This is an optimization exercise on Yosys and OpenROAD, whose aim is small area, not a production implementation. Function was checked by simulation only, so behaviour that the tests miss may differ from the original.

==> flow/design.v <==
package parser_pkg;
	localparam int PARS_W       = 512;
	localparam int NUM_RULE     = 8;
	localparam int RULE_ADDR_W  = 3;
	localparam int PIPE_LATENCY = 5;
	typedef logic [7:0]        byte_off_t;
	typedef logic [6:0]        hdr_off_t;
	typedef logic [15:0]       field16_t;
	typedef logic [31:0]       action_t;
	typedef logic [PARS_W-1:0] pars_data_t;
	typedef struct packed {
		logic     valid;
		hdr_off_t off;
	} type_ctl_t;
	typedef struct packed {
		logic       calc;
		hdr_off_t   off;
		logic [7:0] mask;
		logic [7:0] val;
	} len_ctl_t;
	typedef struct packed {
		byte_off_t  pars_off;
		type_ctl_t  type_ctl;
		len_ctl_t   len_ctl;
		pars_data_t pars_data;
	} phv_t;
	typedef struct packed {
		logic     valid;
		field16_t key;
		field16_t mask;
		action_t  action;
	} rule_t;
	typedef rule_t [NUM_RULE-1:0] rule_arr_t;
	typedef struct packed {
		field16_t   type_fld;
		field16_t   len_fld;
		byte_off_t  pars_off;
		len_ctl_t   len_ctl;
		pars_data_t pars_data;
	} fields_t;
	typedef struct packed {
		byte_off_t  next_off;
		logic       hit;
		action_t    action;
		field16_t   type_fld;
		pars_data_t pars_data;
	} result_t;
endpackage
`timescale 1ns/100ps
module field_extract (
	input  parser_pkg::phv_t      phv_i,
	output logic [6:0]            type_at_o,
	output parser_pkg::byte_off_t next_off_o
);
	logic [63:0][7:0] b0;
	logic [8:0] t;
	logic [8:0] l1;
	logic [7:0] len_b;
	logic [7:0] len;
	logic [7:0] scaled;
	logic [7:0] add;
	parser_pkg::len_ctl_t lc;
	assign lc = phv_i.len_ctl;
	for (genvar k = 0; k < 64; k++) begin : g_bytes
		assign b0[k] = phv_i.pars_data[511-8*k -: 8];
	end
	assign t  = {1'b0, phv_i.pars_off} + {2'b00, phv_i.type_ctl.off};
	assign l1 = {1'b0, phv_i.pars_off} + {2'b00, lc.off} + 9'd1;
	assign type_at_o = (phv_i.type_ctl.valid && t[8:6] == 3'd0) ? {1'b0, t[5:0]} : 7'd64;
	assign len_b  = (l1[8:6] == 3'd0) ? b0[l1[5:0]] : 8'h00;
	assign len    = len_b & lc.mask;
	assign scaled = len << lc.val[1:0];
	assign add    = lc.calc ? scaled : lc.val;
	assign next_off_o = phv_i.pars_off + add;
endmodule
`timescale 1ns/100ps
module rule_table (
	input  logic                               clk,
	input  logic                               reset,
	input  logic                               rule_wr_i,
	input  logic                               rule_rd_i,
	input  logic [parser_pkg::RULE_ADDR_W-1:0] rule_addr_i,
	input  parser_pkg::rule_t                  rule_data_i,
	output parser_pkg::rule_t                  rule_rdata_o,
	output logic                               rule_rvalid_o,
	output logic [parser_pkg::NUM_RULE*65-1:0] rules_o
);
	logic                               wr_q;
	logic [parser_pkg::RULE_ADDR_W-1:0] addr_q;
	parser_pkg::rule_t                  wdata_q;
	logic [parser_pkg::NUM_RULE-1:0] valid_q;
	parser_pkg::field16_t            key_q [parser_pkg::NUM_RULE];
	parser_pkg::field16_t            mask_q [parser_pkg::NUM_RULE];
	parser_pkg::action_t             act_q [parser_pkg::NUM_RULE];
	always_ff @(posedge clk) begin
		wr_q    <= rule_wr_i;
		addr_q  <= rule_addr_i;
		wdata_q <= rule_data_i;
	end
	always_ff @(posedge clk or negedge reset) begin
		if (!reset) begin
			valid_q <= '0;
		end else if (wr_q) begin
			valid_q[addr_q] <= wdata_q.valid;
		end
	end
	always_ff @(posedge clk) begin
		if (wr_q) begin
			key_q[addr_q]  <= wdata_q.key;
			mask_q[addr_q] <= wdata_q.mask;
			act_q[addr_q]  <= wdata_q.action;
		end
	end
	for (genvar i = 0; i < parser_pkg::NUM_RULE; i++) begin : g_rules
		assign rules_o[65*i +: 65] = {valid_q[i], key_q[i], mask_q[i], act_q[i]};
	end
	always_comb begin
		rule_rdata_o = '0;
		for (int i = 0; i < parser_pkg::NUM_RULE; i++) begin
			rule_rdata_o = rule_rdata_o |
				({65{addr_q == i}} & rules_o[65*i +: 65]);
		end
	end
	always_ff @(posedge clk or negedge reset) begin
		if (!reset) begin
			rule_rvalid_o <= 1'b0;
		end else begin
			rule_rvalid_o <= rule_rd_i;
		end
	end
endmodule
`timescale 1ns/100ps
module type_lookup (
	input  parser_pkg::pars_data_t             data_i,
	input  logic [6:0]                         type_at_i,
	input  logic [parser_pkg::NUM_RULE*65-1:0] rules_i,
	output parser_pkg::field16_t               type_fld_o,
	input  parser_pkg::field16_t               type_fld_i,
	output logic [parser_pkg::RULE_ADDR_W-1:0] idx_o,
	output logic                               hit_o
);
	logic [64:0][7:0] b0;
	logic [32:0][7:0] b1;
	logic [16:0][7:0] b2;
	logic  [8:0][7:0] b3;
	logic  [4:0][7:0] b4;
	logic  [2:0][7:0] b5;
	logic  [1:0][7:0] b6;
	logic [parser_pkg::NUM_RULE-1:0] hitv;
	for (genvar k = 0; k < 64; k++) begin : g_bytes
		assign b0[k] = data_i[511-8*k -: 8];
	end
	assign b0[64] = 8'h00;
	for (genvar k = 0; k < 33; k++) begin : g_s32
		assign b1[k] = type_at_i[5] ? b0[k+32] : b0[k];
	end
	for (genvar k = 0; k < 17; k++) begin : g_s16
		assign b2[k] = type_at_i[4] ? b1[k+16] : b1[k];
	end
	for (genvar k = 0; k < 9; k++) begin : g_s8
		assign b3[k] = type_at_i[3] ? b2[k+8] : b2[k];
	end
	for (genvar k = 0; k < 5; k++) begin : g_s4
		assign b4[k] = type_at_i[2] ? b3[k+4] : b3[k];
	end
	for (genvar k = 0; k < 3; k++) begin : g_s2
		assign b5[k] = type_at_i[1] ? b4[k+2] : b4[k];
	end
	for (genvar k = 0; k < 2; k++) begin : g_s1
		assign b6[k] = type_at_i[0] ? b5[k+1] : b5[k];
	end
	assign type_fld_o = type_at_i[6] ? 16'h0000 : {b6[0], b6[1]};
	for (genvar i = 0; i < parser_pkg::NUM_RULE; i++) begin : g_rule
		assign hitv[i] = rules_i[65*i+64] &&
			((type_fld_i & rules_i[65*i+32 +: 16]) == rules_i[65*i+48 +: 16]);
	end
	always_comb begin
		idx_o = '0;
		for (int i = 0; i < parser_pkg::NUM_RULE; i++) begin
			if (hitv[i]) begin
				idx_o = i[parser_pkg::RULE_ADDR_W-1:0];
			end
		end
	end
	assign hit_o = |hitv;
endmodule
`timescale 1ns/100ps
module phv_assemble (
	input  logic [parser_pkg::RULE_ADDR_W-1:0] idx_i,
	input  logic                               hit_i,
	input  logic [parser_pkg::NUM_RULE*65-1:0] rules_i,
	output parser_pkg::action_t                action_o
);
	always_comb begin
		action_o = '0;
		for (int i = 0; i < parser_pkg::NUM_RULE; i++) begin
			action_o = action_o |
				({32{hit_i && idx_i == i}} & rules_i[65*i +: 32]);
		end
	end
endmodule
`timescale 1ns/100ps
module parser_stage (
	input  logic                               clk,
	input  logic                               reset,
	input  parser_pkg::phv_t                   phv_in_i,
	input  logic                               phv_in_valid_i,
	input  logic                               rule_wr_i,
	input  logic                               rule_rd_i,
	input  logic [parser_pkg::RULE_ADDR_W-1:0] rule_addr_i,
	input  parser_pkg::rule_t                  rule_data_i,
	output parser_pkg::result_t                phv_out_o,
	output logic                               phv_out_valid_o,
	output parser_pkg::rule_t                  rule_rdata_o,
	output logic                               rule_rvalid_o
);
	localparam int D = parser_pkg::PIPE_LATENCY;
	logic [parser_pkg::NUM_RULE*65-1:0] rules;
	logic [6:0]            type_at;
	parser_pkg::byte_off_t next_off;
	logic [D:1]                   valid_q;
	parser_pkg::pars_data_t       data_q [1:D];
	parser_pkg::byte_off_t        noff_q [1:D];
	logic [6:0]                   tat_q  [1:2];
	parser_pkg::field16_t               type_fld;
	logic [parser_pkg::RULE_ADDR_W-1:0] idx;
	logic                               hit;
	parser_pkg::field16_t               type_x, type3_q, type4_q, type5_q;
	logic [parser_pkg::RULE_ADDR_W-1:0] idx4_q;
	logic                               hit4_q, hit5_q;
	parser_pkg::action_t                action;
	parser_pkg::action_t                act5_q;
	field_extract u_decode (
		.phv_i      (phv_in_i),
		.type_at_o  (type_at),
		.next_off_o (next_off)
	);
	rule_table u_rules (
		.clk           (clk),
		.reset         (reset),
		.rule_wr_i     (rule_wr_i),
		.rule_rd_i     (rule_rd_i),
		.rule_addr_i   (rule_addr_i),
		.rule_data_i   (rule_data_i),
		.rule_rdata_o  (rule_rdata_o),
		.rule_rvalid_o (rule_rvalid_o),
		.rules_o       (rules)
	);
	always_ff @(posedge clk or negedge reset) begin
		if (!reset) begin
			valid_q <= '0;
		end else begin
			valid_q <= {valid_q[D-1:1], phv_in_valid_i};
		end
	end
	always_ff @(posedge clk) begin
		data_q[1] <= phv_in_i.pars_data;
		noff_q[1] <= next_off;
		tat_q[1]  <= type_at;
		for (int s = 2; s <= D; s++) begin
			data_q[s] <= data_q[s-1];
			noff_q[s] <= noff_q[s-1];
		end
		tat_q[2]  <= tat_q[1];
	end
	type_lookup u_execute (
		.data_i     (data_q[2]),
		.type_at_i  (tat_q[2]),
		.rules_i    (rules),
		.type_fld_o (type_x),
		.type_fld_i (type3_q),
		.idx_o      (idx),
		.hit_o      (hit)
	);
	phv_assemble u_result (
		.idx_i    (idx4_q),
		.hit_i    (hit4_q),
		.rules_i  (rules),
		.action_o (action)
	);
	always_ff @(posedge clk) begin
		type3_q <= type_x;
		type4_q <= type3_q;
		idx4_q  <= idx;
		hit4_q  <= hit;
		type5_q <= type4_q;
		hit5_q  <= hit4_q;
		act5_q  <= action;
	end
	assign phv_out_o       = {noff_q[D], hit5_q, act5_q, type5_q, data_q[D]};
	assign phv_out_valid_o = valid_q[D];
endmodule
clock: 6.0 ns
lec_check: 0
cap_margin: 20
core_margin: 2
core_utilization: 60
place_density: 0.7
slew_margin: 20
standard.sh (not shown) runs the stock make flow with config.mk's settings and CLKGATE_MAP_FILE= SYNTH_SCRIPT=/design/flow/synth_recipe.tcl, a recipe that flattens the netlist after the stock synthesis.
==> flow/flow/run.sh <==
#!/bin/bash
# Standard layout with two changes: the port buffers are the smallest
# buffer, and clock tree synthesis clusters more sinks per leaf buffer
# and adds no dummy loads.
set -euo pipefail
export BUFFER_PORTS_ARGS="-buffer_cell sky130_fd_sc_hd__buf_1"
export CTS_ARGS="-sink_clustering_enable -repair_clock_nets -dont_use_dummy_load -sink_clustering_size 30 -sink_clustering_max_diameter 80"
bash standard.sh > standard.log 2>&1
Edit:
--- a/flow/design.v
+++ b/flow/design.v
@@ -64,13 +64,22 @@
 	for (genvar k = 0; k < 64; k++) begin : g_bytes
 		assign b0[k] = phv_i.pars_data[511-8*k -: 8];
 	end
 	assign t  = {1'b0, phv_i.pars_off} + {2'b00, phv_i.type_ctl.off};
 	assign l1 = {1'b0, phv_i.pars_off} + {2'b00, lc.off} + 9'd1;
 	assign type_at_o = (phv_i.type_ctl.valid && t[8:6] == 3'd0) ? {1'b0, t[5:0]} : 7'd64;
-	assign len_b  = (l1[8:6] == 3'd0) ? b0[l1[5:0]] : 8'h00;
+	logic [63:0] lsel;
+	for (genvar j = 0; j < 64; j++) begin : g_dec
+		assign lsel[j] = (l1 == j);
+	end
+	always_comb begin
+		len_b = '0;
+		for (int j = 0; j < 64; j++) begin
+			len_b = len_b | ({8{lsel[j]}} & b0[j]);
+		end
+	end
 	assign len    = len_b & lc.mask;
 	assign scaled = len << lc.val[1:0];
 	assign add    = lc.calc ? scaled : lc.val;
 	assign next_off_o = phv_i.pars_off + add;
 endmodule
 `timescale 1ns/100ps
First-iteration DRC count is higher by 34%.
Count of clock-buffer cells in the layout came out lower by 6.
Global-route usage climbs by 6.0 points.
Wire length rose by 15%.
Clock skew climbs by 0.0031 ns.
Core utilization rose by 1.0 points.
Register-to-register slack degrades by 0.17 ns.
Hold slack degrades by 0.013 ns.

-- static timing again, ports no longer ideal --
No port has a modelled driver above. Below, the same layouts with a new extraction and two added sets of constraints.
Step 1 (the two cells are an assumption about what drives the block):
set clk [get_ports {clk}]
set_driving_cell -lib_cell sky130_fd_sc_hd__clkbuf_16 $clk
set_driving_cell -lib_cell sky130_fd_sc_hd__buf_2 [delete_from_list [all_inputs] $clk]
Step 2, shift: input delay + t, output delay - t, t = (earliest + latest rising clock arrival at the registers) / 2. This alone moves slack from input paths to output paths.
a / b / c = no drivers / after step 1 / after step 2; a / b = the first two.
run | t (ns) | setup WS [ns] | hold WS [ns] | worst setup path after step 2
the first run | 0.867 | 0.395 / 0.414 / -0.454 | 0.282 / 0.282 / 0.282 | input to register
the second run | 0.846 | 0.267 / 0.334 / -0.511 | 0.269 / 0.269 / 0.269 | input to register
Met with ideal ports but missed after step 2: setup timing in the first run and the second run. For the first run, which loses most, drivers alone change the setup slack by +0.019 ns; drivers and shift together by -0.849 ns.
